This is an optimization exercise on Yosys and OpenROAD, whose aim is a short achievable clock period and few clock cycles per item, not a production implementation.
Where RTL was checked, it was by simulation tests only, not by an equivalence proof against the original.
Function not checked in run 4: the RTL went through the layout flow alone.
Power figures rest on the tool's default switching activity, not on a simulated workload.

## flow/design.v

```verilog
`default_nettype none
package sp_pkg;
	localparam int ELEM_W = 9;
	localparam int LEN    = 6;
	localparam logic [ELEM_W-1:0] MODULUS = 9'd509;
	typedef logic [ELEM_W-1:0] elem_t;
	typedef struct packed {
		logic sort_en;
		logic inv_en;
	} mode_t;
	function automatic logic lt9(input logic [8:0] x, input logic [8:0] y);
		logic [8:0] g;
		logic [8:0] e;
		logic [8:0] g1;
		logic [8:0] e1;
		logic [8:0] g2;
		logic [8:0] e2;
		logic [8:0] g3;
		logic [8:0] e3;
		for (int i = 0; i < 9; i++) begin
			g[i] = !x[i] && y[i];
			e[i] = !(x[i] ^ y[i]);
		end
		for (int i = 0; i < 9; i++) begin
			if (i >= 1) begin
				g1[i] = g[i] || (e[i] && g[i-1]);
				e1[i] = e[i] && e[i-1];
			end else begin
				g1[i] = g[i];
				e1[i] = e[i];
			end
		end
		for (int i = 0; i < 9; i++) begin
			if (i >= 2) begin
				g2[i] = g1[i] || (e1[i] && g1[i-2]);
				e2[i] = e1[i] && e1[i-2];
			end else begin
				g2[i] = g1[i];
				e2[i] = e1[i];
			end
		end
		for (int i = 0; i < 9; i++) begin
			if (i >= 4) begin
				g3[i] = g2[i] || (e2[i] && g2[i-4]);
				e3[i] = e2[i] && e2[i-4];
			end else begin
				g3[i] = g2[i];
				e3[i] = e2[i];
			end
		end
		lt9 = g3[8] || (e3[8] && g3[0]);
	endfunction
	function automatic logic [9:0] add9(input logic [8:0] x, input logic [8:0] y, input logic c);
		logic [8:0] p;
		logic [8:0] g;
		logic [8:0] gg;
		logic [8:0] pp;
		logic [8:0] gn;
		logic [8:0] pn;
		logic [9:0] cy;
		p = x ^ y;
		for (int i = 0; i < 9; i++) begin
			g[i] = x[i] & y[i];
		end
		g[0] = g[0] | (p[0] & c);
		gg = g;
		pp = p;
		for (int d = 1; d < 9; d = d * 2) begin
			for (int i = 0; i < 9; i++) begin
				if (i >= d) begin
					gn[i] = gg[i] | (pp[i] & gg[i-d]);
					pn[i] = pp[i] & pp[i-d];
				end else begin
					gn[i] = gg[i];
					pn[i] = pp[i];
				end
			end
			gg = gn;
			pp = pn;
		end
		cy[0] = c;
		for (int i = 1; i < 10; i++) begin
			cy[i] = gg[i-1];
		end
		add9 = {cy[9], p ^ cy[8:0]};
	endfunction
	function automatic logic [10:0] add11(input logic [10:0] x, input logic [10:0] y);
		logic [10:0] p;
		logic [10:0] gg;
		logic [10:0] pp;
		logic [10:0] gn;
		logic [10:0] pn;
		p  = x ^ y;
		gg = x & y;
		pp = p;
		for (int d = 1; d < 11; d = d * 2) begin
			for (int i = 0; i < 11; i++) begin
				if (i >= d) begin
					gn[i] = gg[i] | (pp[i] & gg[i-d]);
					pn[i] = pp[i] & pp[i-d];
				end else begin
					gn[i] = gg[i];
					pn[i] = pp[i];
				end
			end
			gg = gn;
			pp = pn;
		end
		add11 = p ^ {gg[9:0], 1'b0};
	endfunction
	function automatic logic [8:0] addmod3(input logic [8:0] x, input logic [8:0] xp3,
			input logic [8:0] y);
		logic [9:0] t;
		logic [9:0] u;
		t = add9(x, y, 1'b0);
		u = add9(xp3, y, 1'b0);
		addmod3 = u[9] ? u[8:0] : t[8:0];
	endfunction
	function automatic logic [8:0] addmod(input logic [8:0] x, input logic [8:0] y);
		logic [9:0] t;
		logic [9:0] u;
		t = add9(x, y, 1'b0);
		u = add9(t[8:0], 9'd3, 1'b0);
		addmod = (t[9] || u[9]) ? u[8:0] : t[8:0];
	endfunction
	function automatic logic [8:0] mod3(input logic [10:0] t);
		if (t >= 11'd1018) begin
			mod3 = 9'(t - 11'd1018);
		end else if (t >= 11'd509) begin
			mod3 = 9'(t - 11'd509);
		end else begin
			mod3 = t[8:0];
		end
	endfunction
	function automatic logic [8:0] mod4(input logic [10:0] t);
		if (t >= 11'd1527) begin
			mod4 = 9'(t - 11'd1527);
		end else if (t >= 11'd1018) begin
			mod4 = 9'(t - 11'd1018);
		end else if (t >= 11'd509) begin
			mod4 = 9'(t - 11'd509);
		end else begin
			mod4 = t[8:0];
		end
	endfunction
endpackage
`default_nettype wire
`default_nettype none
module mod_inverse (
	input  wire logic       clk,
	input  wire logic [8:0] value,
	input  wire logic       inv,
	input  wire logic [8:0] value_q,
	output logic      [8:0] result
);
	localparam logic [31:0] T0_0 = 32'h412035c6;
	localparam logic [31:0] T0_1 = 32'h1422b655;
	localparam logic [31:0] T0_2 = 32'h5d442402;
	localparam logic [31:0] T0_3 = 32'hcc80bfc2;
	localparam logic [31:0] T0_4 = 32'hc2e6e751;
	localparam logic [31:0] T0_5 = 32'h683c27b3;
	localparam logic [31:0] T0_6 = 32'he1f3740c;
	localparam logic [31:0] T0_7 = 32'h71f76de1;
	localparam logic [31:0] T0_8 = 32'h1e12441c;
	localparam logic [31:0] T0_9 = 32'h73f44c1e;
	localparam logic [31:0] T0_10 = 32'h0c86f0fa;
	localparam logic [31:0] T0_11 = 32'h1d46262f;
	localparam logic [31:0] T0_12 = 32'h6f00bfb3;
	localparam logic [31:0] T0_13 = 32'heff6f751;
	localparam logic [31:0] T0_14 = 32'h5564aef5;
	localparam logic [31:0] T0_15 = 32'hc714fedf;
	localparam logic [31:0] T1_0 = 32'h214fa5bc;
	localparam logic [31:0] T1_1 = 32'hb45a4c75;
	localparam logic [31:0] T1_2 = 32'hdb71aebf;
	localparam logic [31:0] T1_3 = 32'h13392220;
	localparam logic [31:0] T1_4 = 32'h1c4083f7;
	localparam logic [31:0] T1_5 = 32'h121f057f;
	localparam logic [31:0] T1_6 = 32'h5f0ec479;
	localparam logic [31:0] T1_7 = 32'hc71897ce;
	localparam logic [31:0] T1_8 = 32'h9cfa4638;
	localparam logic [31:0] T1_9 = 32'h2788dc3e;
	localparam logic [31:0] T1_10 = 32'h3fa83e12;
	localparam logic [31:0] T1_11 = 32'h3bf0408e;
	localparam logic [31:0] T1_12 = 32'hc1112732;
	localparam logic [31:0] T1_13 = 32'h7f5d63b6;
	localparam logic [31:0] T1_14 = 32'h2b8c968b;
	localparam logic [31:0] T1_15 = 32'h8f697ca1;
	localparam logic [31:0] T2_0 = 32'h2c8f0b74;
	localparam logic [31:0] T2_1 = 32'h55206f27;
	localparam logic [31:0] T2_2 = 32'h433b681f;
	localparam logic [31:0] T2_3 = 32'h78fa6f6f;
	localparam logic [31:0] T2_4 = 32'hf24008a4;
	localparam logic [31:0] T2_5 = 32'h34a252e4;
	localparam logic [31:0] T2_6 = 32'h5f67a530;
	localparam logic [31:0] T2_7 = 32'h09067a40;
	localparam logic [31:0] T2_8 = 32'he39221e3;
	localparam logic [31:0] T2_9 = 32'hdb5e5a7f;
	localparam logic [31:0] T2_10 = 32'h098550a6;
	localparam logic [31:0] T2_11 = 32'h4d4bbfe2;
	localparam logic [31:0] T2_12 = 32'h83534f0a;
	localparam logic [31:0] T2_13 = 32'h3ea72b79;
	localparam logic [31:0] T2_14 = 32'hed4ee85e;
	localparam logic [31:0] T2_15 = 32'h9b22bf13;
	localparam logic [31:0] T3_0 = 32'hb093331c;
	localparam logic [31:0] T3_1 = 32'hccbb0587;
	localparam logic [31:0] T3_2 = 32'h64cec802;
	localparam logic [31:0] T3_3 = 32'h96c86bb4;
	localparam logic [31:0] T3_4 = 32'hde69f019;
	localparam logic [31:0] T3_5 = 32'hf17833c2;
	localparam logic [31:0] T3_6 = 32'hc38d0db4;
	localparam logic [31:0] T3_7 = 32'h6094baaf;
	localparam logic [31:0] T3_8 = 32'h823ab59e;
	localparam logic [31:0] T3_9 = 32'h379b8bb1;
	localparam logic [31:0] T3_10 = 32'h268ce85e;
	localparam logic [31:0] T3_11 = 32'h90bc1ae3;
	localparam logic [31:0] T3_12 = 32'hf59b7c27;
	localparam logic [31:0] T3_13 = 32'h11fe0006;
	localparam logic [31:0] T3_14 = 32'hae9b48b9;
	localparam logic [31:0] T3_15 = 32'h9aecf1bd;
	localparam logic [31:0] T4_0 = 32'he5134554;
	localparam logic [31:0] T4_1 = 32'h68963a80;
	localparam logic [31:0] T4_2 = 32'hdc58e9c5;
	localparam logic [31:0] T4_3 = 32'h86430336;
	localparam logic [31:0] T4_4 = 32'h75930076;
	localparam logic [31:0] T4_5 = 32'h4e49228e;
	localparam logic [31:0] T4_6 = 32'h7e12e5e3;
	localparam logic [31:0] T4_7 = 32'h5ab62585;
	localparam logic [31:0] T4_8 = 32'hd784e4a9;
	localparam logic [31:0] T4_9 = 32'h4d1e25d0;
	localparam logic [31:0] T4_10 = 32'h632edb61;
	localparam logic [31:0] T4_11 = 32'ha47fcd16;
	localparam logic [31:0] T4_12 = 32'ha5decb65;
	localparam logic [31:0] T4_13 = 32'h471e3971;
	localparam logic [31:0] T4_14 = 32'h17a0e5b2;
	localparam logic [31:0] T4_15 = 32'h9f777dd7;
	localparam logic [31:0] T5_0 = 32'h8660b5bc;
	localparam logic [31:0] T5_1 = 32'h29166c9b;
	localparam logic [31:0] T5_2 = 32'ha902f50e;
	localparam logic [31:0] T5_3 = 32'hc63374b9;
	localparam logic [31:0] T5_4 = 32'hb638f6a1;
	localparam logic [31:0] T5_5 = 32'h2fb692d9;
	localparam logic [31:0] T5_6 = 32'hb65d2e9b;
	localparam logic [31:0] T5_7 = 32'h7fbe70b4;
	localparam logic [31:0] T5_8 = 32'h34bc6080;
	localparam logic [31:0] T5_9 = 32'hc8aad174;
	localparam logic [31:0] T5_10 = 32'h992da482;
	localparam logic [31:0] T5_11 = 32'h1ea438e6;
	localparam logic [31:0] T5_12 = 32'h19a44ce7;
	localparam logic [31:0] T5_13 = 32'he3d02fda;
	localparam logic [31:0] T5_14 = 32'h89b265da;
	localparam logic [31:0] T5_15 = 32'h9ab48e66;
	localparam logic [31:0] T6_0 = 32'h16a52874;
	localparam logic [31:0] T6_1 = 32'ha5e590f2;
	localparam logic [31:0] T6_2 = 32'h364d64e1;
	localparam logic [31:0] T6_3 = 32'hf6c6ef25;
	localparam logic [31:0] T6_4 = 32'h80da6680;
	localparam logic [31:0] T6_5 = 32'h624a5320;
	localparam logic [31:0] T6_6 = 32'h9c3c42ab;
	localparam logic [31:0] T6_7 = 32'h466b14bc;
	localparam logic [31:0] T6_8 = 32'hb0b5ca67;
	localparam logic [31:0] T6_9 = 32'h4aa770e1;
	localparam logic [31:0] T6_10 = 32'hbecd6b6e;
	localparam logic [31:0] T6_11 = 32'h3fa6693d;
	localparam logic [31:0] T6_12 = 32'hd7c22724;
	localparam logic [31:0] T6_13 = 32'h9e365364;
	localparam logic [31:0] T6_14 = 32'hec3d9616;
	localparam logic [31:0] T6_15 = 32'h9e5ad6a5;
	localparam logic [31:0] T7_0 = 32'h3b4c630c;
	localparam logic [31:0] T7_1 = 32'heab36ba9;
	localparam logic [31:0] T7_2 = 32'h88d00ca0;
	localparam logic [31:0] T7_3 = 32'ha9666681;
	localparam logic [31:0] T7_4 = 32'h83cd478b;
	localparam logic [31:0] T7_5 = 32'h72976b9a;
	localparam logic [31:0] T7_6 = 32'h66dae832;
	localparam logic [31:0] T7_7 = 32'h6ce3a766;
	localparam logic [31:0] T7_8 = 32'h66468e32;
	localparam logic [31:0] T7_9 = 32'h6cfa2926;
	localparam logic [31:0] T7_10 = 32'ha98a45ac;
	localparam logic [31:0] T7_11 = 32'h8b87530f;
	localparam logic [31:0] T7_12 = 32'h9ea6665a;
	localparam logic [31:0] T7_13 = 32'h3eb3fd3b;
	localparam logic [31:0] T7_14 = 32'hda8a4caa;
	localparam logic [31:0] T7_15 = 32'h99ce7348;
	localparam logic [31:0] T8_0 = 32'h85915a90;
	localparam logic [31:0] T8_1 = 32'h1aa10c20;
	localparam logic [31:0] T8_2 = 32'hc7941bb1;
	localparam logic [31:0] T8_3 = 32'ha93aac84;
	localparam logic [31:0] T8_4 = 32'hac12aa24;
	localparam logic [31:0] T8_5 = 32'h13d310b2;
	localparam logic [31:0] T8_6 = 32'h65f572ac;
	localparam logic [31:0] T8_7 = 32'h5ad8c0a0;
	localparam logic [31:0] T8_8 = 32'h7ebf3929;
	localparam logic [31:0] T8_9 = 32'hf2ac5416;
	localparam logic [31:0] T8_10 = 32'hacbdcd0d;
	localparam logic [31:0] T8_11 = 32'hb6eaadf2;
	localparam logic [31:0] T8_12 = 32'h37b2a8da;
	localparam logic [31:0] T8_13 = 32'hdc89f587;
	localparam logic [31:0] T8_14 = 32'hbef3dea9;
	localparam logic [31:0] T8_15 = 32'h15a95d97;
	logic [8:0][15:0] part;
	logic [15:0]      hot;
	logic             plain;
	always_ff @(posedge clk) begin
		for (int h = 0; h < 16; h++) begin
			hot[h] <= inv && value[8:5] == 4'(h);
		end
		plain <= !inv;
		part[0][0] <= T0_0[value[4:0]];
		part[0][1] <= T0_1[value[4:0]];
		part[0][2] <= T0_2[value[4:0]];
		part[0][3] <= T0_3[value[4:0]];
		part[0][4] <= T0_4[value[4:0]];
		part[0][5] <= T0_5[value[4:0]];
		part[0][6] <= T0_6[value[4:0]];
		part[0][7] <= T0_7[value[4:0]];
		part[0][8] <= T0_8[value[4:0]];
		part[0][9] <= T0_9[value[4:0]];
		part[0][10] <= T0_10[value[4:0]];
		part[0][11] <= T0_11[value[4:0]];
		part[0][12] <= T0_12[value[4:0]];
		part[0][13] <= T0_13[value[4:0]];
		part[0][14] <= T0_14[value[4:0]];
		part[0][15] <= T0_15[value[4:0]];
		part[1][0] <= T1_0[value[4:0]];
		part[1][1] <= T1_1[value[4:0]];
		part[1][2] <= T1_2[value[4:0]];
		part[1][3] <= T1_3[value[4:0]];
		part[1][4] <= T1_4[value[4:0]];
		part[1][5] <= T1_5[value[4:0]];
		part[1][6] <= T1_6[value[4:0]];
		part[1][7] <= T1_7[value[4:0]];
		part[1][8] <= T1_8[value[4:0]];
		part[1][9] <= T1_9[value[4:0]];
		part[1][10] <= T1_10[value[4:0]];
		part[1][11] <= T1_11[value[4:0]];
		part[1][12] <= T1_12[value[4:0]];
		part[1][13] <= T1_13[value[4:0]];
		part[1][14] <= T1_14[value[4:0]];
		part[1][15] <= T1_15[value[4:0]];
		part[2][0] <= T2_0[value[4:0]];
		part[2][1] <= T2_1[value[4:0]];
		part[2][2] <= T2_2[value[4:0]];
		part[2][3] <= T2_3[value[4:0]];
		part[2][4] <= T2_4[value[4:0]];
		part[2][5] <= T2_5[value[4:0]];
		part[2][6] <= T2_6[value[4:0]];
		part[2][7] <= T2_7[value[4:0]];
		part[2][8] <= T2_8[value[4:0]];
		part[2][9] <= T2_9[value[4:0]];
		part[2][10] <= T2_10[value[4:0]];
		part[2][11] <= T2_11[value[4:0]];
		part[2][12] <= T2_12[value[4:0]];
		part[2][13] <= T2_13[value[4:0]];
		part[2][14] <= T2_14[value[4:0]];
		part[2][15] <= T2_15[value[4:0]];
		part[3][0] <= T3_0[value[4:0]];
		part[3][1] <= T3_1[value[4:0]];
		part[3][2] <= T3_2[value[4:0]];
		part[3][3] <= T3_3[value[4:0]];
		part[3][4] <= T3_4[value[4:0]];
		part[3][5] <= T3_5[value[4:0]];
		part[3][6] <= T3_6[value[4:0]];
		part[3][7] <= T3_7[value[4:0]];
		part[3][8] <= T3_8[value[4:0]];
		part[3][9] <= T3_9[value[4:0]];
		part[3][10] <= T3_10[value[4:0]];
		part[3][11] <= T3_11[value[4:0]];
		part[3][12] <= T3_12[value[4:0]];
		part[3][13] <= T3_13[value[4:0]];
		part[3][14] <= T3_14[value[4:0]];
		part[3][15] <= T3_15[value[4:0]];
		part[4][0] <= T4_0[value[4:0]];
		part[4][1] <= T4_1[value[4:0]];
		part[4][2] <= T4_2[value[4:0]];
		part[4][3] <= T4_3[value[4:0]];
		part[4][4] <= T4_4[value[4:0]];
		part[4][5] <= T4_5[value[4:0]];
		part[4][6] <= T4_6[value[4:0]];
		part[4][7] <= T4_7[value[4:0]];
		part[4][8] <= T4_8[value[4:0]];
		part[4][9] <= T4_9[value[4:0]];
		part[4][10] <= T4_10[value[4:0]];
		part[4][11] <= T4_11[value[4:0]];
		part[4][12] <= T4_12[value[4:0]];
		part[4][13] <= T4_13[value[4:0]];
		part[4][14] <= T4_14[value[4:0]];
		part[4][15] <= T4_15[value[4:0]];
		part[5][0] <= T5_0[value[4:0]];
		part[5][1] <= T5_1[value[4:0]];
		part[5][2] <= T5_2[value[4:0]];
		part[5][3] <= T5_3[value[4:0]];
		part[5][4] <= T5_4[value[4:0]];
		part[5][5] <= T5_5[value[4:0]];
		part[5][6] <= T5_6[value[4:0]];
		part[5][7] <= T5_7[value[4:0]];
		part[5][8] <= T5_8[value[4:0]];
		part[5][9] <= T5_9[value[4:0]];
		part[5][10] <= T5_10[value[4:0]];
		part[5][11] <= T5_11[value[4:0]];
		part[5][12] <= T5_12[value[4:0]];
		part[5][13] <= T5_13[value[4:0]];
		part[5][14] <= T5_14[value[4:0]];
		part[5][15] <= T5_15[value[4:0]];
		part[6][0] <= T6_0[value[4:0]];
		part[6][1] <= T6_1[value[4:0]];
		part[6][2] <= T6_2[value[4:0]];
		part[6][3] <= T6_3[value[4:0]];
		part[6][4] <= T6_4[value[4:0]];
		part[6][5] <= T6_5[value[4:0]];
		part[6][6] <= T6_6[value[4:0]];
		part[6][7] <= T6_7[value[4:0]];
		part[6][8] <= T6_8[value[4:0]];
		part[6][9] <= T6_9[value[4:0]];
		part[6][10] <= T6_10[value[4:0]];
		part[6][11] <= T6_11[value[4:0]];
		part[6][12] <= T6_12[value[4:0]];
		part[6][13] <= T6_13[value[4:0]];
		part[6][14] <= T6_14[value[4:0]];
		part[6][15] <= T6_15[value[4:0]];
		part[7][0] <= T7_0[value[4:0]];
		part[7][1] <= T7_1[value[4:0]];
		part[7][2] <= T7_2[value[4:0]];
		part[7][3] <= T7_3[value[4:0]];
		part[7][4] <= T7_4[value[4:0]];
		part[7][5] <= T7_5[value[4:0]];
		part[7][6] <= T7_6[value[4:0]];
		part[7][7] <= T7_7[value[4:0]];
		part[7][8] <= T7_8[value[4:0]];
		part[7][9] <= T7_9[value[4:0]];
		part[7][10] <= T7_10[value[4:0]];
		part[7][11] <= T7_11[value[4:0]];
		part[7][12] <= T7_12[value[4:0]];
		part[7][13] <= T7_13[value[4:0]];
		part[7][14] <= T7_14[value[4:0]];
		part[7][15] <= T7_15[value[4:0]];
		part[8][0] <= T8_0[value[4:0]];
		part[8][1] <= T8_1[value[4:0]];
		part[8][2] <= T8_2[value[4:0]];
		part[8][3] <= T8_3[value[4:0]];
		part[8][4] <= T8_4[value[4:0]];
		part[8][5] <= T8_5[value[4:0]];
		part[8][6] <= T8_6[value[4:0]];
		part[8][7] <= T8_7[value[4:0]];
		part[8][8] <= T8_8[value[4:0]];
		part[8][9] <= T8_9[value[4:0]];
		part[8][10] <= T8_10[value[4:0]];
		part[8][11] <= T8_11[value[4:0]];
		part[8][12] <= T8_12[value[4:0]];
		part[8][13] <= T8_13[value[4:0]];
		part[8][14] <= T8_14[value[4:0]];
		part[8][15] <= T8_15[value[4:0]];
	end
	always_comb begin
		for (int k = 0; k < 9; k++) begin
			result[k] = (|(part[k] & hot)) || (plain && value_q[k]);
		end
	end
endmodule
`default_nettype wire
`default_nettype none
module sp_top (
	input  wire logic          clk,
	input  wire logic          rst_n,
	input  wire logic          in_valid,
	input  wire sp_pkg::elem_t in_data,
	input  wire sp_pkg::mode_t in_mode,
	output logic               out_valid,
	output sp_pkg::elem_t      out_data
);
	localparam logic [8:0] INF = 9'h1FF;
	logic       v1;
	logic [2:0] idx;
	logic [2:0] k1;
	logic [8:0] x;
	logic [1:0] mode;
	always_ff @(posedge clk or negedge rst_n) begin
		if (!rst_n) begin
			v1  <= 1'b0;
			idx <= '0;
		end else begin
			v1 <= in_valid;
			if (in_valid) begin
				idx <= (idx == 3'd5) ? 3'd0 : idx + 3'd1;
			end
		end
	end
	always_ff @(posedge clk) begin
		x  <= in_data;
		k1 <= idx;
		if (in_valid && idx == 3'd0) begin
			mode <= in_mode;
		end
	end
	logic [8:0] bi;
	mod_inverse u_inv (
		.clk     (clk),
		.value   (in_data),
		.inv     ((idx == 3'd0) ? in_mode[0] : mode[0]),
		.value_q (x),
		.result  (bi)
	);
	logic       v2;
	logic [2:0] k2;
	logic [8:0] x2;
	logic [8:0] br;
	logic [8:0] brn;
	logic [8:0] bc;
	always_ff @(posedge clk or negedge rst_n) begin
		if (!rst_n) begin
			v2 <= 1'b0;
		end else begin
			v2 <= v1;
		end
	end
	always_ff @(posedge clk) begin
		k2 <= k1;
		x2 <= x;
		if (v1) begin
			br  <= bi;
			brn <= ~bi;
		end
	end
	assign bc = ~brn;
	logic [5:0][8:0] s;
	logic [5:0][8:0] s_in;
	logic [5:0][8:0] s_ins;
	logic [5:0]      lt;
	always_comb begin
		for (int j = 0; j < 6; j++) begin
			s_in[j] = (k2 == 3'd0) ? INF : s[j];
		end
		for (int j = 0; j < 6; j++) begin
			lt[j] = sp_pkg::lt9(br, s_in[j]);
		end
		for (int j = 0; j < 6; j++) begin
			if (!lt[j]) begin
				s_ins[j] = s_in[j];
			end else if (j == 0) begin
				s_ins[j] = br;
			end else begin
				s_ins[j] = lt[j-1] ? s_in[j-1] : br;
			end
		end
	end
	always_ff @(posedge clk) begin
		if (v2) begin
			s <= s_ins;
		end
	end
	logic [10:0] tp2;
	logic [10:0] tq2;
	logic [10:0] cs_s;
	logic [10:0] cs_c;
	assign tp2 = {sp_pkg::add9({1'b0, x2[8:1]}, bc, 1'b0), x2[0]};
	assign cs_s = 11'(x2) ^ 11'({bc, 1'b0}) ^ 11'(bc);
	assign cs_c = 11'({(11'(x2) & 11'({bc, 1'b0})) | (11'(x2) & 11'(bc))
		| (11'({bc, 1'b0}) & 11'(bc)), 1'b0});
	assign tq2 = sp_pkg::add11(cs_s, cs_c);
	logic        v3;
	logic        v4;
	logic [2:0]  k3;
	logic [2:0]  k4;
	logic [10:0] tp3;
	logic [10:0] tq3;
	logic [8:0]  p4;
	logic [5:0][8:0] r;
	logic [5:0][8:0] r3;
	always_ff @(posedge clk or negedge rst_n) begin
		if (!rst_n) begin
			v3 <= 1'b0;
			v4 <= 1'b0;
		end else begin
			v3 <= v2;
			v4 <= v3;
		end
	end
	always_ff @(posedge clk) begin
		k3  <= k2;
		tp3 <= tp2;
		tq3 <= tq2;
		k4  <= k3;
		p4  <= sp_pkg::mod3(tp3);
		if (v3) begin
			r[k3] <= mode[1] ? sp_pkg::mod3(tp3) : sp_pkg::mod4(tq3);
		end
		if (v4) begin
			r3[k4] <= 9'(sp_pkg::add9(p4, 9'd3, 1'b0));
		end
	end
	logic       armed;
	logic       f2;
	logic       f3a;
	logic       f3;
	logic       busy;
	logic [5:0] oc;
	logic       lt_xs;
	logic       lt_xb;
	logic       lt_bs;
	logic       lt_b1;
	logic [8:0] e0_x;
	logic [8:0] e0_b;
	logic [8:0] e0_s;
	logic [8:0] e0_rest;
	logic [8:0] e0_m2;
	logic [8:0] e1_s0;
	logic [8:0] e1_s1;
	logic [8:0] e1_b;
	logic [8:0] e1_m2;
	logic [5:0][8:0] e_gen;
	logic [8:0] e_next;
	logic [8:0] d_idle;
	logic [8:0] d_arm;
	assign lt_xs   = sp_pkg::lt9(x, s[0]);
	assign lt_xb   = sp_pkg::lt9(x, bc);
	assign lt_bs   = sp_pkg::lt9(bc, s[0]);
	assign e0_x    = sp_pkg::addmod3(r[0], r3[0], x);
	assign e0_b    = sp_pkg::addmod3(r[0], r3[0], bc);
	assign e0_s    = sp_pkg::addmod3(r[0], r3[0], s[0]);
	assign e0_rest = lt_bs ? e0_b : e0_s;
	assign e0_m2   = (lt_xs && lt_xb) ? e0_x : e0_rest;
	assign lt_b1   = sp_pkg::lt9(bc, s[1]);
	assign e1_s0   = sp_pkg::addmod3(r[1], r3[1], s[0]);
	assign e1_s1   = sp_pkg::addmod3(r[1], r3[1], s[1]);
	assign e1_b    = sp_pkg::addmod3(r[1], r3[1], bc);
	assign e1_m2   = lt_b1 ? (lt_bs ? e1_s0 : e1_b) : e1_s1;
	always_comb begin
		e_gen[0] = '0;
		e_gen[1] = !mode[1] ? r[1] : (mode[0] ? sp_pkg::addmod3(r[1], r3[1], s[1]) : e1_m2);
		for (int j = 2; j < 6; j++) begin
			e_gen[j] = mode[1] ? sp_pkg::addmod3(r[j], r3[j], s[j]) : r[j];
		end
		e_next = '0;
		for (int j = 1; j < 6; j++) begin
			e_next = e_next | (e_gen[j] & {9{oc[j]}});
		end
	end
	assign d_idle = f2 ? e0_m2 : (f3 ? e0_rest : (busy ? e_next : '0));
	assign d_arm  = armed ? r[0] : '0;
	always_ff @(posedge clk or negedge rst_n) begin
		if (!rst_n) begin
			out_valid <= 1'b0;
			out_data  <= '0;
			busy      <= 1'b0;
			oc        <= '0;
			armed     <= 1'b0;
			f2        <= 1'b0;
			f3a       <= 1'b0;
			f3        <= 1'b0;
		end else begin
			armed     <= (in_valid ? idx == 3'd4 : idx == 3'd5) && !mode[1];
			f2        <= in_valid && idx == 3'd5 && mode == 2'b10;
			f3a       <= in_valid && idx == 3'd5 && mode == 2'b11;
			f3        <= f3a;
			out_valid <= in_valid ? armed : (f2 || f3 || busy);
			out_data  <= in_valid ? d_arm : d_idle;
			if (in_valid) begin
				busy <= armed;
				oc   <= armed ? 6'b000010 : '0;
			end else if (f2 || f3) begin
				busy <= 1'b1;
				oc   <= 6'b000010;
			end else if (busy) begin
				oc   <= {oc[4:0], 1'b0};
				busy <= !oc[5];
			end else begin
				oc   <= '0;
			end
		end
	end
endmodule
`default_nettype wire
```

## flow/flow/run.sh

```bash
#!/bin/bash
# Standard layout, with timing repair aimed well below the clock period
# and plain buffers on the ports
set -euo pipefail
bash standard.sh SETUP_SLACK_MARGIN=7.2 "BUFFER_PORTS_ARGS=-buffer_cell sky130_fd_sc_hd__buf_4" finish > standard.log 2>&1
```

## flow/standard.sh

```bash
#!/bin/bash
# synth_recipe.tcl (not shown) runs the flow's synth.tcl, then flattens the netlist and writes it again
# the make line also repeats each setting of config.mk as NAME=value (left out here)
make -C /OpenROAD-flow-scripts/flow DESIGN_CONFIG=/design/flow/config.mk WORK_HOME=/design/flow/orfs CLKGATE_MAP_FILE= SYNTH_SCRIPT=/design/flow/synth_recipe.tcl "${@:-finish}"
```

## flow/config.mk

```make
export PLATFORM = sky130hd
export DESIGN_NAME = sp_top
export DESIGN_NICKNAME = sp_top
export VERILOG_FILES = /design/flow/design.v
export SDC_FILE = /design/flow/constraint.sdc
export NUM_CORES = 4
export LEC_CHECK = 0
export CAP_MARGIN = 30
export CORE_MARGIN = 2
export CORE_UTILIZATION = 30
export PLACE_DENSITY = 0.45
export SLEW_MARGIN = 30
```

## flow/constraint.sdc

```tcl
create_clock -name core_clock -period 10.0 [get_ports {clk}]
set_input_delay 2.0000 -clock core_clock [delete_from_list [all_inputs] [get_ports {clk}]]
set_output_delay 2.0000 -clock core_clock [all_outputs]
set_load 0.01 [all_outputs]
```

==> results.txt, run 1 <==
- DR pass1 iterations: 6
- Lkg Pwr: between 15 and 20 nW
- Count of input and output buffers: 23
- Async SR Flop Fraction: 0.0626
- DP Wirelength: ~100,000 um
- H-tree Lvls: 2
- Synth Register Bits: about 430
- Fill count: between 10,000 and 15,000
- Pin count of the biggest net entering global routing: 75
- Routed wire length: ~160,000 um
- Initial antenna violation count: 15
- Max Cap Viol: 0
- Maximum clock path buffer count: 3
- Final Cycle Share: 0.332
- Placed cell area: roughly 0.034 mm^2
- M3 GR Usage: 0.0567
- Primary FF master, synth: dfxtp_1
- Worst path arrival time: just under 4000 ps
- Core ar.: 0.105 mm^2
- Path depth of the worst reg2reg path: 13
- Avg Vias per Cell: around 6
- Number of global-route vias before repair: 31,074
- Hold crit path type: reg2reg
- Die W: about 330 um
- Nets@finish: around 4,400
- M1 GR Usage: 0.382
- Grt met2 use: 0.425
- First-pass GRT wire length: ~220,000 um
- Final min period: about 3300 ps
- CTS buffer count: 55
- CTS tree: built
- Power Density: around 370 mW/mm^2
- GR Overflow Total: 0
- CTS root buffer: clkbuf_16
- Crit path capture type: flip-flop
- Sink Count: roughly 430
- Slew headroom: 0.283
- CP required: 10,540 ps
- Post-synthesis cell count: 3,678
- Synth Area per Inst: 8.59 um^2
- Critical path launch point type: flip-flop
- Skew-Pair Late Insertion Delay: around 690 ps
- Post-DRT Antenna Nets: 0
- Final setup fails: 0
- Maximum vdd drop: 174 uV
- Kind of critical path: reg2reg
- Max Fclk: approximately 300 MHz
- Clock Pin Slew Worst Setup and Hold Paths: 60 ps
- Final Util: 0.432
- Gp weighted congestion: 0.990
- Placed cells: roughly 4,900
- Post-CTS Hold Buffers: 0
- Post-Syn Nets: ~4,000
- Final hold violation count: 0
- Mapped cell area: 0.0316 mm^2
- Vias: ~33,000
- Die span in y: approximately 330 um
- Busiest grt layer: met2
- Worst hold start: k1[1]
- Non-filler cells, final: about 5,500
- Setup TNS: 0 ps
- Initial core utilization: 0.301
- Wirelength per Cell: 29.1 um
- Area delta synth->final: 43.4%
- Slew @ Worst Pin: about 1100 ps
- GR Util All Layers: 0.283
- Share of layout cells above drive strength 1: 0.339
- Status: no timing/DRC/antenna violations
- Worst reg2reg endpoint: out_data[8]
- Reg2reg start: brn[0]
- Worst Skew: roughly 51 ps
- Synth cell types: 100
- R2R setup slack: between 6000 and 7000 ps
- WHS Path Cells: 0
- Rows: approximately 120
- Residual DRC: 0
- Hold Path End: k2[1]
- Seq/Total Area, Yosys: 0.335
- Commonest non-fill, non-tap cell in the layout: nand2_1
- Max Slew Vio Count: 0
- Full die area: 0.108 mm^2
- Commonest cells after routing, fill and taps aside: 322 x nand2_1, 307 x buf_4, 245 x ha_1
- First DRT Iteration DRCs: 3,977
- Yosys warnings: 2
- Post-synth EDFFs: 182
- Worst-path maximum fanout: 4
- Design area: between 0.04 and 0.05 mm^2
- RSZ-0062 raised after global routing: yes
- Io pins: 24
[state kept, by name, indices dropped and copies added (netlist names), 11 cells and up]
signal      cells
r              54
u_inv.part    144
tq3            11
r3             54
s              54
u_inv.hot      16
tp3            11
[synth_stat cells, drive strengths merged (9+ instances only)]
master	number	area (um^2)
a2111oi	19	186
a211oi	50	380
a21boi	10	75.1
a21o	38	285
a21oi	323	1620
a221oi	35	324
a222oi	10	100
a22o	13	114
a22oi	65	488
a31oi	56	372
a32oi	13	114
a41oi	9	113
and2	16	100
and3	23	149
buf	49	208
clkbuf	142	533
dfrtp	27	676
dfxtp	222	4440
edfxtp	182	5470
fa	30	601
ha	312	3900
inv	128	480
mux2	10	113
mux2i	97	978
nand2	400	1500
nand2b	35	219
nand3	73	365
nor2	298	1120
nor2b	24	150
nor3	86	435
nor3b	9	67.6
nor4	14	93.8
o2111ai	15	131
o211ai	28	210
o21a	30	233
o21ai	362	1820
o21bai	27	203
o22ai	25	163
o31a	9	78.8
o41ai	12	105
or2	61	382
or3	18	113
xnor2	109	955
xor2	52	455
[metrics by stage]
step	total power, mW	hold WS (ps)	setup WS (ps)
floorplan	8.60	310	6500
global placement	11.1	313	4880
detailed placement	11.1	312	4810
CTS	15.9	326	6660
global route	17.8	333	6590
finish	16.8	326	6680
[worst max path at each step]
| stage | start | slack (ps) | to | depth (start not counted) |
|---|---|---|---|---|
| 2_1_floorplan | in_data[1] | 6500 | u_inv.part[118] | 10 |
| 3_3_place_gp | in_data[2] | 4880 | u_inv.part[112] | 9 |
| 3_5_place_dp | in_data[2] | 4810 | u_inv.part[112] | 9 |
| 4_1_cts | brn[0] | 6660 | out_data[8] | 12 |
| 5_1_grt | r[1] | 6590 | out_data[6] | 11 |
| 6_report | brn[0] | 6680 | out_data[8] | 13 |
[final cells by class]
cell class | instances | area (um^2) | area share
antenna | 2 | 5.00 | 0.000110
clock buffer | 70 | 1610 | 0.0356
clock inverter | 33 | 354 | 0.00781
inverter | 130 | 633 | 0.0140
multi-input combinational | 2930 | 24300 | 0.537
sequential | 431 | 10600 | 0.234
tap | 1391 | 1740 | 0.0384
timing repair buffer | 525 | 6010 | 0.133
timing repair inverter | 3 | 28.8 | 0.000635
[routing by layer]
metal | vias up | share of wire
met5 | - | 0.0010
met4 | 16 | 0.067
met3 | 617 | 0.094
met2 | 1861 | 0.42
met1 | 15962 | 0.42
li1 | 14471 | -
[logic make-up (layout without fill, tap and decap cells)]
logic type,Yosys count,in the layout,share of synthesized area
fa+ha+maj,342,342,0.142
mux,108,108,0.0352
flops,431,431,0.335
buf+inv,321,761,0.0389
compound gates,1228,1231,0.248
simple gates,1087,1088,0.156
xor+xnor,161,161,0.0446
other cells,0,2,0
[where the power goes]
group	internal (mW)	switching [mW]
Sequential	2.56	0.739
Clock	1.30	0.916
Combinational	5.15	6.12
Total	9.01	7.78
[worst max-delay path: stages (launching register included)]
cell and delay, ps:
edfxtp_1 480, clkinvlp_4 270, buf_6 180, ha_4 150
fa_2 360, a21oi_2 190, o211ai_1 150, nor4_1 200
nor3_1 110, xnor2_1 140, o2111ai_1 190, o31a_1 390
o2111ai_2 140, o21a_1 220
[repair_timing]
action / CTS / global route
pin swaps: 194 / 174
gates cloned: 33 / 7
setup endpoints to repair: 272 / 233
gates resized for setup: 678 / 354
buffers inserted: 330 / 91
Testbench counts, summed over its fixed seeds: cycles 2,259, jobs 192.
==> inputs of run 2 (changes only) <==
--- a/flow/design.v
+++ b/flow/design.v
@@ -513,12 +513,10 @@
 		end
 	end
 	always_ff @(posedge clk) begin
-		k2 <= k1;
-		x2 <= x;
-		if (v1) begin
-			br  <= bi;
-			brn <= ~bi;
-		end
+		k2  <= k1;
+		x2  <= x;
+		br  <= bi;
+		brn <= ~bi;
 	end
 	assign bc = ~brn;
 	logic [5:0][8:0] s;
@@ -589,14 +587,17 @@
 	end
 	logic       armed;
 	logic       f2;
+	logic       f2d;
 	logic       f3a;
 	logic       f3;
 	logic       busy;
 	logic [5:0] oc;
+	logic [8:0] nx;
 	logic       lt_xs;
 	logic       lt_xb;
 	logic       lt_bs;
 	logic       lt_b1;
+	logic       lt_b2;
 	logic [8:0] e0_x;
 	logic [8:0] e0_b;
 	logic [8:0] e0_s;
@@ -605,37 +606,48 @@
 	logic [8:0] e1_s0;
 	logic [8:0] e1_s1;
 	logic [8:0] e1_b;
-	logic [8:0] e1_m2;
+	logic [8:0] e1_ins;
+	logic [8:0] e2_s1;
+	logic [8:0] e2_s2;
+	logic [8:0] e2_b;
+	logic [8:0] e2_ins;
 	logic [5:0][8:0] e_gen;
-	logic [8:0] e_next;
+	logic [8:0] e_ahead;
 	logic [8:0] d_idle;
 	logic [8:0] d_arm;
+	logic [8:0] n_idle;
 	assign lt_xs   = sp_pkg::lt9(x, s[0]);
-	assign lt_xb   = sp_pkg::lt9(x, bc);
-	assign lt_bs   = sp_pkg::lt9(bc, s[0]);
+	assign lt_xb   = !v2 || sp_pkg::lt9(x, bc);
+	assign lt_bs   = v2 && sp_pkg::lt9(bc, s[0]);
 	assign e0_x    = sp_pkg::addmod3(r[0], r3[0], x);
 	assign e0_b    = sp_pkg::addmod3(r[0], r3[0], bc);
 	assign e0_s    = sp_pkg::addmod3(r[0], r3[0], s[0]);
-	assign e0_rest = lt_bs ? e0_b : e0_s;
 	assign e0_m2   = (lt_xs && lt_xb) ? e0_x : e0_rest;
+	assign e0_rest = lt_bs ? e0_b : e0_s;
 	assign lt_b1   = sp_pkg::lt9(bc, s[1]);
 	assign e1_s0   = sp_pkg::addmod3(r[1], r3[1], s[0]);
 	assign e1_s1   = sp_pkg::addmod3(r[1], r3[1], s[1]);
 	assign e1_b    = sp_pkg::addmod3(r[1], r3[1], bc);
-	assign e1_m2   = lt_b1 ? (lt_bs ? e1_s0 : e1_b) : e1_s1;
+	assign e1_ins  = lt_b1 ? (lt_bs ? e1_s0 : e1_b) : e1_s1;
+	assign lt_b2   = sp_pkg::lt9(bc, s[2]);
+	assign e2_s1   = sp_pkg::addmod3(r[2], r3[2], s[1]);
+	assign e2_s2   = sp_pkg::addmod3(r[2], r3[2], s[2]);
+	assign e2_b    = sp_pkg::addmod3(r[2], r3[2], bc);
+	assign e2_ins  = lt_b2 ? (lt_b1 ? e2_s1 : e2_b) : e2_s2;
 	always_comb begin
 		e_gen[0] = '0;
-		e_gen[1] = !mode[1] ? r[1] : (mode[0] ? sp_pkg::addmod3(r[1], r3[1], s[1]) : e1_m2);
+		e_gen[1] = '0;
 		for (int j = 2; j < 6; j++) begin
 			e_gen[j] = mode[1] ? sp_pkg::addmod3(r[j], r3[j], s[j]) : r[j];
 		end
-		e_next = '0;
-		for (int j = 1; j < 6; j++) begin
-			e_next = e_next | (e_gen[j] & {9{oc[j]}});
+		e_ahead = '0;
+		for (int j = 1; j < 5; j++) begin
+			e_ahead = e_ahead | (e_gen[j+1] & {9{oc[j]}});
 		end
 	end
-	assign d_idle = f2 ? e0_m2 : (f3 ? e0_rest : (busy ? e_next : '0));
 	assign d_arm  = armed ? r[0] : '0;
+	assign d_idle = f2 ? e0_m2 : (f3 ? e0_rest : (f2d ? e1_ins : (busy ? nx : '0)));
+	assign n_idle = f3 ? e1_ins : (f2d ? e2_ins : e_ahead);
 	always_ff @(posedge clk or negedge rst_n) begin
 		if (!rst_n) begin
 			out_valid <= 1'b0;
@@ -644,11 +656,13 @@
 			oc        <= '0;
 			armed     <= 1'b0;
 			f2        <= 1'b0;
+			f2d       <= 1'b0;
 			f3a       <= 1'b0;
 			f3        <= 1'b0;
 		end else begin
 			armed     <= (in_valid ? idx == 3'd4 : idx == 3'd5) && !mode[1];
 			f2        <= in_valid && idx == 3'd5 && mode == 2'b10;
+			f2d       <= f2;
 			f3a       <= in_valid && idx == 3'd5 && mode == 2'b11;
 			f3        <= f3a;
 			out_valid <= in_valid ? armed : (f2 || f3 || busy);
@@ -667,5 +681,8 @@
 			end
 		end
 	end
+	always_ff @(posedge clk) begin
+		nx <= in_valid ? r[1] : n_idle;
+	end
 endmodule
 `default_nettype wire
==> run 2 against run 1 <==
Effect of this change: hold slack better by 6.8 ps; largest cell class unchanged; clock power decreased by 4%; count of clock-buffer cells in the layout increased by 7; cell area up 3.0%; cell count is 6.3% higher.
==> results.txt, run 2 <==
- Worst reg2reg endpoint: nx[8]
- Primary FF master, synth: dfxtp_1
- Cell internal pwr: 10.8 mW (+20%)
- Final Cycle Share: 0.320 (-0.0119)
- Final min period: 3200 ps (-119 ps)
- Post-Synth Simple-Gate Area: 0.160 (+0.00346)
- Post-synthesis compound-gate area fraction: 0.242 (-0.00589)
- First-pass GRT wire length: 228,000 um (+2.0%)
- Async SR Flop Fraction: 0.0635 (+0.000847)
- Number of global-route vias before repair: 32,353 (+4.1%)
- H-tree Lvls: 2 (unchanged)
- Worst-path maximum fanout: 1 (-3)
- Max Cap Viol: 0 (unchanged)
- Yosys top cell by area: dfxtp_1
- Commonest cells after routing, fill and taps aside: 368 x nand2_1, 340 x buf_4, 268 x ha_1
- Setup TNS: 0 ps (unchanged)
- Worst Skew: 111 ps (+60.7 ps)
- Path depth of the worst reg2reg path: 13 (unchanged)
- Gp weighted congestion: 1.05 (+5.7%)
- Post-DRT Antenna Nets: 0 (unchanged)
- Sw power: 9.66 mW (+24%)
- Post-synth top area share: 0.149 (-0.0237)
- DR pass1 iterations: 9 (+3)
- Die span in y: 338 um (+2.8%)
- Maximum clock path buffer count: 3 (unchanged)
- Post-synthesis cell count: 3,922 (+6.6%)
- GR Util All Layers: 0.274 (-0.00914)
- Area delta synth->final: 39.7%
- CP required: 8000 ps (-2540 ps)
- Critical path launch point type: flip-flop
- Maximum vdd drop: 206 uV (+19%)
- Design area: 0.0467 mm^2 (+3.0%)
- Initial antenna violation count: 8 (-7)
- Top delay family on crit path: flip-flops
- Max Slew Vio Count: 0 (unchanged)
- CTS buffer count: 55 (unchanged)
- Synth Area per Inst: 8.52 um^2 (-0.90%)
- Post-Syn Nets: 4,323 (+7.2%)
- Final hold violation count: 0 (unchanged)
- Initial core utilization: 0.302 (+0.00111)
- GR Overflow Total: 0 (unchanged)
- Worst path arrival time: 1200 ps (-2670 ps)
- Post-synth EDFFs: 164 (-9.9%)
- Mapped cell area: 0.0334 mm^2 (+5.7%)
- Power Density: 439 mW/mm^2 (+19%)
- Synth cell count leaders: 412 x nand2_1, 362 x o21ai_0, 353 x ha_1
- Kind of critical path: reg2out
- Worst hold start: k1[1]
- Commonest non-fill, non-tap cell in the layout: nand2_1
- Synth Area in Adders: 0.153 (+0.0101)
- Largest family of logic cells by synthesized area: compound AO/OA/AOI/OAI gates
- Seq/Total Area, Yosys: 0.318 (-0.0172)
- Slew @ Worst Pin: 1040 ps (-33.6 ps)
- Skew-Pair Late Insertion Delay: 720 ps (+30 ps)
- Mux cell area share after synthesis: 0.0339 (-0.00137)
- Die W: 338 um (+2.8%)
- Placed cells: 5,284 (+6.8%)
- Avg Vias per Cell: 5.86 (-1.9%)
- Final Total Pwr: 20.5 mW (+22%)
- Rows: 122 (+2.5%)
- Reg2reg start: r3[18]
- Io pins: 24 (unchanged)
- Share of layout cells above drive strength 1: 0.312 (-0.0267)
- Hold Path End: k2[1]
- Count of input and output buffers: 23 (unchanged)
- Routed wire length: 165,000 um (+2.7%)
- Post-CTS Hold Buffers: 0 (unchanged)
- Post-Synth XOR/XNOR Area: 0.0538 (+0.00914)
- Synth Register Bits: 441 (+2.3%)
- Max reg flops: 144 (unchanged)
- First DRT Iteration DRCs: 3,900 (-1.9%)
- Final setup fails: 0 (unchanged)
- Clock share of power: 0.104 (-0.028)
- Non-filler cells, final: 5,860 (+6.3%)
- Yosys warnings: 2 (unchanged)
- Max Fclk: 312 MHz (+3.7%)
- Worst setup startpoint: out_data[0]
- Status: no timing/DRC/antenna violations
- DP Wirelength: 107,000 um (+2.5%)
- Crit path capture type: primary output
- CP peak stage delay: 400 ps (-80 ps)
- Core ar.: 0.111 mm^2 (+5.3%)
- Cells along the critical path: buf_6
- Slew headroom: 0.306 (+0.0228)
- CP max stage cell: dfrtp_1
- Nets@finish: 4,721 (+6.5%)
- Vias: 34,323 (+4.2%)
- Full die area: 0.114 mm^2 (+5.6%)
- Count leader, synth: nand2_1
- WHS Path Cells: 0 (unchanged)
- Combinational share of power: 0.729 (+0.057)
- Pin count of the biggest net entering global routing: 89 (+19%)
- Sink Count: 441 (+2.3%)
- Buf/Inv on CP: 1 (-1)
- Sw frac: 0.471 (+0.00781)
- Wirelength per Cell: 28.2 um (-3.4%)
- Clock Pin Slew Worst Setup and Hold Paths: 60 ps (about the same)
- Lkg Pwr: 18.6 nW (+2.9%)
- CTS tree: built
- Synth cell types: 92 (-8.0%)
- Synth top area cells: dfxtp_1 15%, edfxtp_1 15%, ha_1 13%, o21ai_0 5.4%, nand2_1 4.6%
- Placed cell area: 0.0356 mm^2 (+4.0%)
- Sequential Power Share: 0.167 (-0.029)
- R2R setup slack: 6880 ps (+200 ps)
- Most flop-heavy register: u_inv.part
- CTS root buffer: clkbuf_16
- RSZ-0062 raised after global routing: yes
- Hold crit path type: reg2reg
- Residual DRC: 0 (unchanged)
-- run 2: changes by cell type in the layout (fill, tap and decap cells not counted), moves of 23 or more --
cell	change
nand2_4	-24
o21ai_0	+54
o21ai_1	-24
o211ai_1	+32
nand3_1	+34
nand2_1	+46
ha_1	+23
nor2_1	+46
xor2_1	+25
buf_4	+33
ha_4	+24
-- run 2: cell families after synthesis --
kind of cell / after synthesis
xor+xnor: 205
mux: 104
flops: 441
buf+inv: 346
compound gates: 1267
fa+ha+maj: 387
simple gates: 1172
-- run 2: how the worst max path moves through the flow --
stage / endpoint / slack [ps] / depth (start not counted)
after floorplan: u_inv.part[42] / 6650 / 7
after global placement: u_inv.part[131] / 5180 / 8
after detailed placement: u_inv.part[82] / 5090 / 8
after CTS: out_data[0] / 6760 / 1
after global routing: out_data[0] / 6760 / 1
final: out_data[0] / 6800 / 1
-- run 2: power by group through the flow --
stage,logic [mW],clock network [mW],registers [mW]
floorplan,6.95,0,3.04
global placement,9.39,0,3.55
detailed placement,9.44,0,3.55
CTS,12.8,2.16,3.39
global route,16.0,2.23,3.46
finish,14.9,2.14,3.42
-- run 2: area by class of cell --
type / instances / area, um^2
fillers: 10872 / 63900
multi-input cells: 3139 / 25800
flip-flops and latches: 441 / 10700
repair buffers: 536 / 5790
well taps: 1488 / 1860
clock buffers: 77 / 1570
inverters: 145 / 648
clock inverters: 26 / 304
repair inverters: 2 / 27.5
diodes: 6 / 15.0
-- run 2: per-stage QoR --
step                 util  setup WS, ps  hold WS, ps
floorplan               -          6650          310
global placement    0.322          5180          313
detailed placement  0.322          5090          317
CTS                 0.394          6760          333
global route        0.422          6760          335
finish              0.422          6800          333
-- run 2: metal layers --
metal	track usage	vias up	part of all wire
met4	0.147	4	0.069
li1	-	15325	-
met2	0.428	1864	0.43
met3	0.0594	585	0.094
met5	0	-	0.00031
met1	0.352	16545	0.40
-- run 2: timing repair --
item                                    in CTS  in global routing
endpoints found under the setup margin     277                230
buffers inserted                           292                135
cloned                                      25                 15
resized for setup                          654                397
hold endpoints to repair                     0                  0
pin swaps                                  163                198
Testbench counts of run 2, summed over its fixed seeds: cycles 2,259, jobs 192.
==> inputs of run 3 (changes only) <==
--- a/flow/config.mk
+++ b/flow/config.mk
@@ -7,6 +7,6 @@
 export LEC_CHECK = 0
 export CAP_MARGIN = 30
 export CORE_MARGIN = 2
-export CORE_UTILIZATION = 30
-export PLACE_DENSITY = 0.45
+export CORE_UTILIZATION = 40
+export PLACE_DENSITY = 0.5
 export SLEW_MARGIN = 30
==> run 3 against run 2 <==
Effect of this change: count of clock-buffer cells in the layout shrank 9; cell count shrank 6.5%; highest routed layer unchanged; sequential share of layout area shrank 0.41 points; largest power group unchanged; global-route usage grew 8.7 points; wire length shrank 0.22%; critical endpoint is now nx[8]; synthesized cell count is the same; maximum frequency grew 1.6%; cell area grew 1.8%; combinational power is essentially flat.
==> results.txt, run 3 <==
- Hold crit path type: reg2reg
- CP required: 10,460 ps (+2460 ps)
- Die W: 293 um (-13%)
- Rows: 105 (-14%)
- Sequential Area: 0.0107 mm^2 (about the same)
- Worst reg2reg endpoint: nx[8]
- WHS Path Cells: 0 (unchanged)
- Buf/Inv on CP: 1 (unchanged)
- Wirelength per Cell: 30.1 um (+6.7%)
- RSZ-0062 raised after global routing: yes
- Core ar.: 0.0824 mm^2 (-25%)
- Post-synthesis cell count: 3,922 (unchanged)
- Commonest non-fill, non-tap cell in the layout: nand2_1
- GR Overflow Total: 0 (unchanged)
- Lkg Pwr: 19.1 nW (+2.7%)
- Non-filler cells, final: 5,481 (-6.5%)
- Fill count: 7,137 (-34%)
- Area occupied by multi-input gates: 0.0264 mm^2 (+2.6%)
- Initial core utilization: 0.406 (+0.103)
- Synth top area cells: dfxtp_1 15%, edfxtp_1 15%, ha_1 13%, o21ai_0 5.4%, nand2_1 4.6%
- Final Cycle Share: 0.315 (-0.00507)
- Worst Skew: 36.0 ps (-75.4 ps)
- Worst hold start: k1[2]
- Residual DRC: 0 (unchanged)
- Worst hold slack: 325 ps (-7.78 ps)
- Routed wire length: 165,000 um (-0.22%)
- Most flop-heavy register: u_inv.part
- Pin count of the biggest net entering global routing: 90 (+1.1%)
- First-pass GRT wire length: 227,000 um (-0.47%)
- Status: no timing/DRC/antenna violations
- Setup TNS: 0 ps (unchanged)
- Slew headroom: 0.275 (-0.0309)
- Gp weighted congestion: 1.04 (-0.63%)
- Post-synth top area share: 0.149 (unchanged)
- CTS root buffer: clkbuf_16
- Slew @ Worst Pin: 1090 ps (+46.3 ps)
- DR pass1 iterations: 13 (+4)
- CTS tree: built
- Area delta synth->final: 42.2%
- Worst slack, placed: 5190 ps (+104 ps)
- CTS buffer count: 52 (-5.5%)
- Placed cell area: 0.0350 mm^2 (-1.6%)
- Share of layout cells above drive strength 1: 0.341 (+0.0286)
- Yosys warnings: 2 (unchanged)
- Final min period: 3150 ps (-50.7 ps)
- Nets@finish: 4,765 (+0.93%)
- Sink Count: 441 (unchanged)
- Top delay family on crit path: compound AO/OA/AOI/OAI gates
- Power Density: 427 mW/mm^2 (-2.7%)
- Maximum vdd drop: 229 uV (+11%)
- R2R setup slack: 6850 ps (-30 ps)
- Max Cap Viol: 0 (unchanged)
- Reg2reg start: s[18]
- CP max stage cell: edfxtp_1
- Setup WS post-layout: 6850 ps (+50.7 ps)
- First DRT Iteration DRCs: 5,219 (+34%)
- Synth Register Bits: 441 (unchanged)
- Post-synth EDFFs: 164 (unchanged)
- Mapped cell area: 0.0334 mm^2 (unchanged)
- Final Total Pwr: 20.3 mW (-0.92%)
- Count of input and output buffers: 23 (unchanged)
- Placed cells: 4,859 (-8.0%)
- H-tree Lvls: 2 (unchanged)
- Vias: 35,000 (+2.0%)
- Max Slew Vio Count: 0 (unchanged)
- Synth cell count leaders: 412 x nand2_1, 362 x o21ai_0, 353 x ha_1
- Async SR Flop Fraction: 0.0635 (unchanged)
- Skew-Pair Late Insertion Delay: 640 ps (-80 ps)
- Seq/Total Area, Yosys: 0.318 (unchanged)
- Crit-path most repeated cell: o21ai_2
- Initial antenna violation count: 6 (-2)
- Final hold violation count: 0 (unchanged)
- Cells along the critical path: buf_4 > ha_2 > fa_2 > a211oi_2 > o21ai_2 > a31oi_1 > xor2_1 > mux2i_4 > nand3_2 > o21ai_2 > o31ai_4 > o211ai_1
- Post-CTS Hold Buffers: 0 (unchanged)
- Io pins: 24 (unchanged)
- GR Util All Layers: 0.361 (+0.0866)
- Hold Path End: k2[2]
- Path depth of the worst reg2reg path: 12 (-1)
- Synth cell types: 92 (unchanged)
- Critical path launch point type: flip-flop
- Count leader, synth: nand2_1
- Post-Syn Nets: 4,323 (unchanged)
- Clock Pin Slew Worst Setup and Hold Paths: 60 ps (about the same)
- Max reg flops: 144 (unchanged)
- Kind of critical path: reg2reg
- Final Util: 0.577 (+0.155)
- Number of global-route vias before repair: 32,414 (+0.19%)
- Worst-path maximum fanout: 3 (+2)
- Yosys top cell by area: dfxtp_1
- Final setup fails: 0 (unchanged)
- Crit path capture type: flip-flop
- Avg Vias per Cell: 6.39 (+9.0%)
- Commonest cells after routing, fill and taps aside: 351 x nand2_1, 338 x buf_4, 263 x ha_1
- Design area: 0.0475 mm^2 (+1.8%)
- Primary FF master, synth: dfxtp_1
- Full die area: 0.0858 mm^2 (-25%)
- Synth Area per Inst: 8.52 um^2 (unchanged)
- Worst path arrival time: 3620 ps (+2420 ps)
- Max Fclk: 317 MHz (+1.6%)
- DP Wirelength: 106,000 um (-1.4%)
- Maximum clock path buffer count: 3 (unchanged)
- Die span in y: 293 um (-13%)
- CP peak stage delay: 510 ps (+110 ps)
- Post-DRT Antenna Nets: 0 (unchanged)
==> run 3: cells by family (layout without fill, tap and decap cells) <==
| logic type | after synthesis | after routing | synth area share |
|---|---|---|---|
| buffers and inverters | 346 | 824 | 0.0406 |
| flip-flops | 441 | 441 | 0.318 |
| other | 0 | 3 | 0 |
| AO/OA/AOI/OAI | 1267 | 1273 | 0.242 |
| AND/OR/NAND/NOR | 1172 | 1174 | 0.160 |
| multiplexers | 104 | 104 | 0.0339 |
| XOR/XNOR | 205 | 205 | 0.0538 |
| adder cells (fa/ha/maj) | 387 | 387 | 0.153 |
==> run 3: routing by layer <==
layer  vias to the layer above  routed length [um]  GRT usage
li1                      15429                   -          -
met1                     16767               67900      0.490
met2                      2152               67000      0.523
met3                       642               19000      0.102
met4                        10               10600      0.179
met5                         -                 137          0
==> run 3: worst register-to-register path, stage by stage (launching register included) <==
cell      delay (ps)
edfxtp_1         510
buf_4            190
ha_2             220
fa_2             380
a211oi_2         290
o21ai_2           90
a31oi_1          210
xor2_1           270
mux2i_4          160
nand3_2          130
o21ai_2          100
o31ai_4          280
o211ai_1         180
==> run 3: how the worst max path moves through the flow <==
stage,start,end,depth (start not counted)
2_1_floorplan,in_data[2],u_inv.part[42],7
3_3_place_gp,in_data[3],u_inv.part[82],6
3_5_place_dp,in_data[3],u_inv.part[82],6
4_1_cts,out_data[0],out_data[0],1
5_1_grt,s[9],nx[8],13
6_report,s[18],nx[8],12
==> run 3: final cells by class <==
class | count | area share
Timing Repair inverter | 1 | 0.000342
Inverter | 145 | 0.0136
Sequential cell | 441 | 0.225
Tap cell | 1070 | 0.0282
Clock buffer | 68 | 0.0309
Multi-Input combinational cell | 3143 | 0.556
Clock inverter | 30 | 0.00614
Antenna cell | 3 | 0.000158
Timing Repair Buffer | 580 | 0.140
==> run 3: repair_timing <==
item,4_1_cts,5_1_grt
gates cloned,31,11
gates resized for setup,756,509
endpoints found under the setup margin,296,262
buffers inserted,328,151
pin swaps,206,268
==> run 3: power breakdown <==
group	total (mW)	switching [mW]	internal, mW
sequential	3.42	0.786	2.64
combinational	14.9	7.96	6.93
clock	2.00	0.855	1.14
==> inputs of run 4 (changes only) <==
--- a/flow/design.v
+++ b/flow/design.v
@@ -549,10 +549,10 @@
 	logic [10:0] tq2;
 	logic [10:0] cs_s;
 	logic [10:0] cs_c;
-	assign tp2 = {sp_pkg::add9({1'b0, x2[8:1]}, bc, 1'b0), x2[0]};
-	assign cs_s = 11'(x2) ^ 11'({bc, 1'b0}) ^ 11'(bc);
-	assign cs_c = 11'({(11'(x2) & 11'({bc, 1'b0})) | (11'(x2) & 11'(bc))
-		| (11'({bc, 1'b0}) & 11'(bc)), 1'b0});
+	assign tp2 = {sp_pkg::add9({1'b0, x2[8:1]}, br, 1'b0), x2[0]};
+	assign cs_s = 11'(x2) ^ 11'({br, 1'b0}) ^ 11'(br);
+	assign cs_c = 11'({(11'(x2) & 11'({br, 1'b0})) | (11'(x2) & 11'(br))
+		| (11'({br, 1'b0}) & 11'(br)), 1'b0});
 	assign tq2 = sp_pkg::add11(cs_s, cs_c);
 	logic        v3;
 	logic        v4;
--- a/flow/config.mk
+++ b/flow/config.mk
@@ -7,6 +7,6 @@
 export LEC_CHECK = 0
 export CAP_MARGIN = 30
 export CORE_MARGIN = 2
-export CORE_UTILIZATION = 40
-export PLACE_DENSITY = 0.5
+export CORE_UTILIZATION = 30
+export PLACE_DENSITY = 0.45
 export SLEW_MARGIN = 30
==> run 4 against run 3 <==
Effect of this change: core utilization down 15 points; largest cell class unchanged; maximum frequency down 0.95%; setup slack worse by 30 ps; total power up 0.23%; first-iteration DRC count down 19%; global-route usage down 7.6 points; combinational power about the same; critical path type is now reg2out; synthesized cell count up 0.87%; still clean on timing, DRC and antenna; via count up 2.1%; largest power group unchanged; clock power up 19%.
==> results.txt, run 4 <==
- Status: no timing/DRC/antenna violations
- Post-CTS Hold Buffers: 0 (unchanged)
- CP required: 8000 ps (-2460 ps)
- Reg2reg start: r3[21]
- Skew-Pair Late Insertion Delay: 710 ps (+70 ps)
- Routed wire length: 174,000 um (+5.6%)
- R2R setup slack: 6840 ps (about the same)
- Pin count of the biggest net entering global routing: 92 (+2.2%)
- Non-filler cells, final: 5,952 (+8.6%)
- CTS root buffer: clkbuf_16
- Avg Vias per Cell: 6.00 (-6.0%)
- Synth top area cells: dfxtp_1 15%, edfxtp_1 15%, ha_1 13%, o21ai_0 5.3%, nand2_1 4.2%
- Cells along the critical path: buf_6
- Crit path capture type: primary output
- CTS buffer count: 58 (+12%)
- Crit path capture: out_data[4]
- Final hold violation count: 0 (unchanged)
- Kind of critical path: reg2out
- Setup WS post-layout: 6820 ps (-30.3 ps)
- Post-Synth XOR/XNOR Area: 0.0481 (-0.00564)
- Setup TNS: 0 ps (unchanged)
- Gp weighted congestion: 1.00 (-3.5%)
- Commonest non-fill, non-tap cell in the layout: buf_4
- Worst-path maximum fanout: 1 (-2)
- Most flop-heavy register: u_inv.part
- Die span in y: 340 um (+16%)
- Fill count: 10,858 (+52%)
- Mapped cell area: 0.0339 mm^2 (+1.4%)
- Final Cycle Share: 0.318 (+0.00303)
- Power Density: 423 mW/mm^2 (-1.1%)
- Share of layout cells above drive strength 1: 0.335 (-0.00599)
- Number of global-route vias before repair: 33,041 (+1.9%)
- Worst path arrival time: 1180 ps (-2440 ps)
- Largest family of logic cells by synthesized area: compound AO/OA/AOI/OAI gates
- Seq/Total Area, Yosys: 0.313 (-0.00431)
- Rows: 123 (+17%)
- Combinational share of power: 0.715 (-0.018)
- Synth Area per Inst: 8.56 um^2 (+0.50%)
- RSZ-0062 raised after global routing: yes
- Max Cap Viol: 0 (unchanged)
- Async SR Flop Fraction: 0.0635 (unchanged)
- Slew @ Worst Pin: 1100 ps (+14.3 ps)
- Placed cells: 5,324 (+9.6%)
- Final min period: 3180 ps (+30.3 ps)
- Worst Skew: 54.9 ps (+18.9 ps)
- Hold crit path type: reg2reg
- Worst slack, placed: 4760 ps (-432 ps)
- Yosys warnings: 2 (unchanged)
- Critical path depth: 1 (-11)
- CP max stage cell: dfrtp_1
- Core ar.: 0.112 mm^2 (+36%)
- Wirelength per Cell: 29.2 um (-2.8%)
- Final Total Pwr: 20.4 mW (+0.23%)
- Cell internal pwr: 10.6 mW (-0.73%)
- Worst setup startpoint: out_data[4]
- First-pass GRT wire length: 241,000 um (+6.4%)
- Post-Syn Nets: 4,357 (+0.79%)
- Worst reg2reg endpoint: nx[8]
- Critical path launch point type: flip-flop
- Commonest cells after routing, fill and taps aside: 383 x buf_4, 326 x nand2_1, 254 x ha_1
- GR Overflow Total: 0 (unchanged)
- Synth Area in Adders: 0.151 (-0.00207)
- Sw frac: 0.478 (+0.00503)
- Count of input and output buffers: 23 (unchanged)
- Mux cell area share after synthesis: 0.0342 (+0.000317)
- Lkg Pwr: 19.1 nW (+0.25%)
- Io pins: 24 (unchanged)
- Full die area: 0.116 mm^2 (+35%)
- DR pass1 iterations: 10 (-3)
- Die W: 340 um (+16%)
- Slew headroom: 0.266 (-0.00890)
- Post-synth EDFFs: 164 (unchanged)
- Sequential Power Share: 0.168 (about the same)
- Buf/Inv on CP: 1 (unchanged)
- Post-synth top area share: 0.147 (-0.00202)
- Top delay family on crit path: flip-flops
- GR Util All Layers: 0.285 (-0.0759)
- DP Wirelength: 114,000 um (+7.5%)
- Max Fclk: 314 MHz (-0.95%)
- Synth Register Bits: 441 (unchanged)
- Max Slew Vio Count: 0 (unchanged)
- Area delta synth->final: 42.2% (about the same)
- Clock Pin Slew Worst Setup and Hold Paths: 70 ps (about the same)
- Post-synthesis compound-gate area fraction: 0.254 (+0.0120)
- H-tree Lvls: 2 (unchanged)
- Post-synthesis cell count: 3,956 (+0.87%)
- Count leader, synth: nand2_1
- CTS tree: built
- Post-DRT Antenna Nets: 0 (unchanged)
- Initial antenna violation count: 12 (+6)
- First DRT Iteration DRCs: 4,216 (-19%)
- Post-Synth Simple-Gate Area: 0.159 (-0.000279)
- Sink Count: 441 (unchanged)
- Final setup fails: 0 (unchanged)
- Synth cell count leaders: 380 x nand2_1, 356 x o21ai_0, 353 x ha_1
- Yosys top cell by area: dfxtp_1
- Clock share of power: 0.117 (+0.019)
- Primary FF master, synth: dfxtp_1
- Maximum clock path buffer count: 3 (unchanged)
- Max reg flops: 144 (unchanged)
- CP peak stage delay: 380 ps (-130 ps)
- Sw power: 9.72 mW (+1.3%)
- Path depth of the worst reg2reg path: 11 (-1)
- Initial core utilization: 0.302 (-0.104)
- Maximum vdd drop: 210 uV (-8.4%)
- Final Util: 0.429 (-0.147)
- Nets@finish: 4,795 (+0.63%)
- Synth cell types: 93 (+1.1%)
- Vias: 35,741 (+2.1%)
- Residual DRC: 0 (unchanged)
-- run 4: layer usage --
layer	global-route usage	wire length, um
met1	0.367	69900
met2	0.441	75500
met3	0.0591	16000
met4	0.165	12500
met5	0	13
-- run 4: per-stage QoR --
step / hold WS [ps] / cell area (um^2)
after floorplan: 310 / 35100
after global placement: 318 / 36200
after detailed placement: 314 / 36300
after CTS: 326 / 44700
after global routing: 327 / 48100
final: 326 / 48200
-- run 4: power by group through the flow --
stage | registers [mW] | logic [mW] | clock network [mW]
after floorplan | 3.06 | 6.97 | 0
after global placement | 3.56 | 9.55 | 0
after detailed placement | 3.56 | 9.58 | 0
after CTS | 3.40 | 12.5 | 2.39
after global routing | 3.45 | 15.6 | 2.46
final | 3.41 | 14.6 | 2.38
-- run 4: worst min path at each step --
| stage | endpoint | cells after the start | startpoint |
|---|---|---|---|
| 2_1_floorplan | k2[0] | 0 | k1[0] |
| 3_3_place_gp | k2[0] | 0 | k1[0] |
| 3_5_place_dp | k2[0] | 0 | k1[0] |
| 4_1_cts | k2[0] | 0 | k1[0] |
| 5_1_grt | k2[0] | 0 | k1[0] |
| 6_report | k2[0] | 0 | k1[0] |
-- run 4: repair_timing --
item / CTS / global route
endpoints found under the setup margin: 278 / 233
pin swaps: 201 / 244
resized for setup: 680 / 469
cloned: 29 / 7
buffers inserted: 320 / 154
-- run 4: kinds of logic after synthesis --
family,after synthesis
AO/OA/AOI/OAI,1313
flip-flops,441
multiplexers,105
AND/OR/NAND/NOR,1164
XOR/XNOR,186
buffers and inverters,360
adder cells (fa/ha/maj),387
-- run 4: layout make-up --
| type | instances | area [um^2] | area share |
|---|---|---|---|
| tap | 1500 | 1880 | 0.0390 |
| clock inverter | 30 | 402 | 0.00834 |
| timing repair inverter | 3 | 36.3 | 0.000753 |
| inverter | 151 | 702 | 0.0146 |
| sequential | 441 | 10700 | 0.222 |
| antenna | 10 | 25.0 | 0.000520 |
| clock buffer | 78 | 1730 | 0.0360 |
| timing repair buffer | 574 | 5910 | 0.123 |
| multi-input combinational | 3165 | 26800 | 0.556 |

==> re-timing with driven ports <==
No port has a modelled driver above. Below, the same layouts with a new extraction and two added sets of constraints.
Step 1: set_driving_cell puts a clkbuf_16 on clk and a buf_2 on each other input, an assumption about the parent block.
Step 2 moves the port delays by t, midway between the first and last clock arrival at a register: inputs arrive t later, outputs are due t later. That takes back most of the time a late clock gives input paths.
a / b / c = ideal ports / drivers / drivers and shift; a / b = the first two.
run | shift t [ns] | setup slack, ns | worst slew at a driven data input, ns
run 1 | 0.739 | 6.677 / 6.677 / 6.175 | 0.22
run 2 | 0.724 | 6.795 / 6.731 / 6.233 | 0.20
run 3 | 0.694 | 6.846 / 6.786 / 6.209 | 0.27
run 4 | 0.756 | 6.816 / 6.740 / 6.165 | 0.23
After both steps setup and hold are still met in every run listed. For run 4, which loses most, drivers alone change the setup slack by -0.076 ns; drivers and shift together by -0.651 ns.
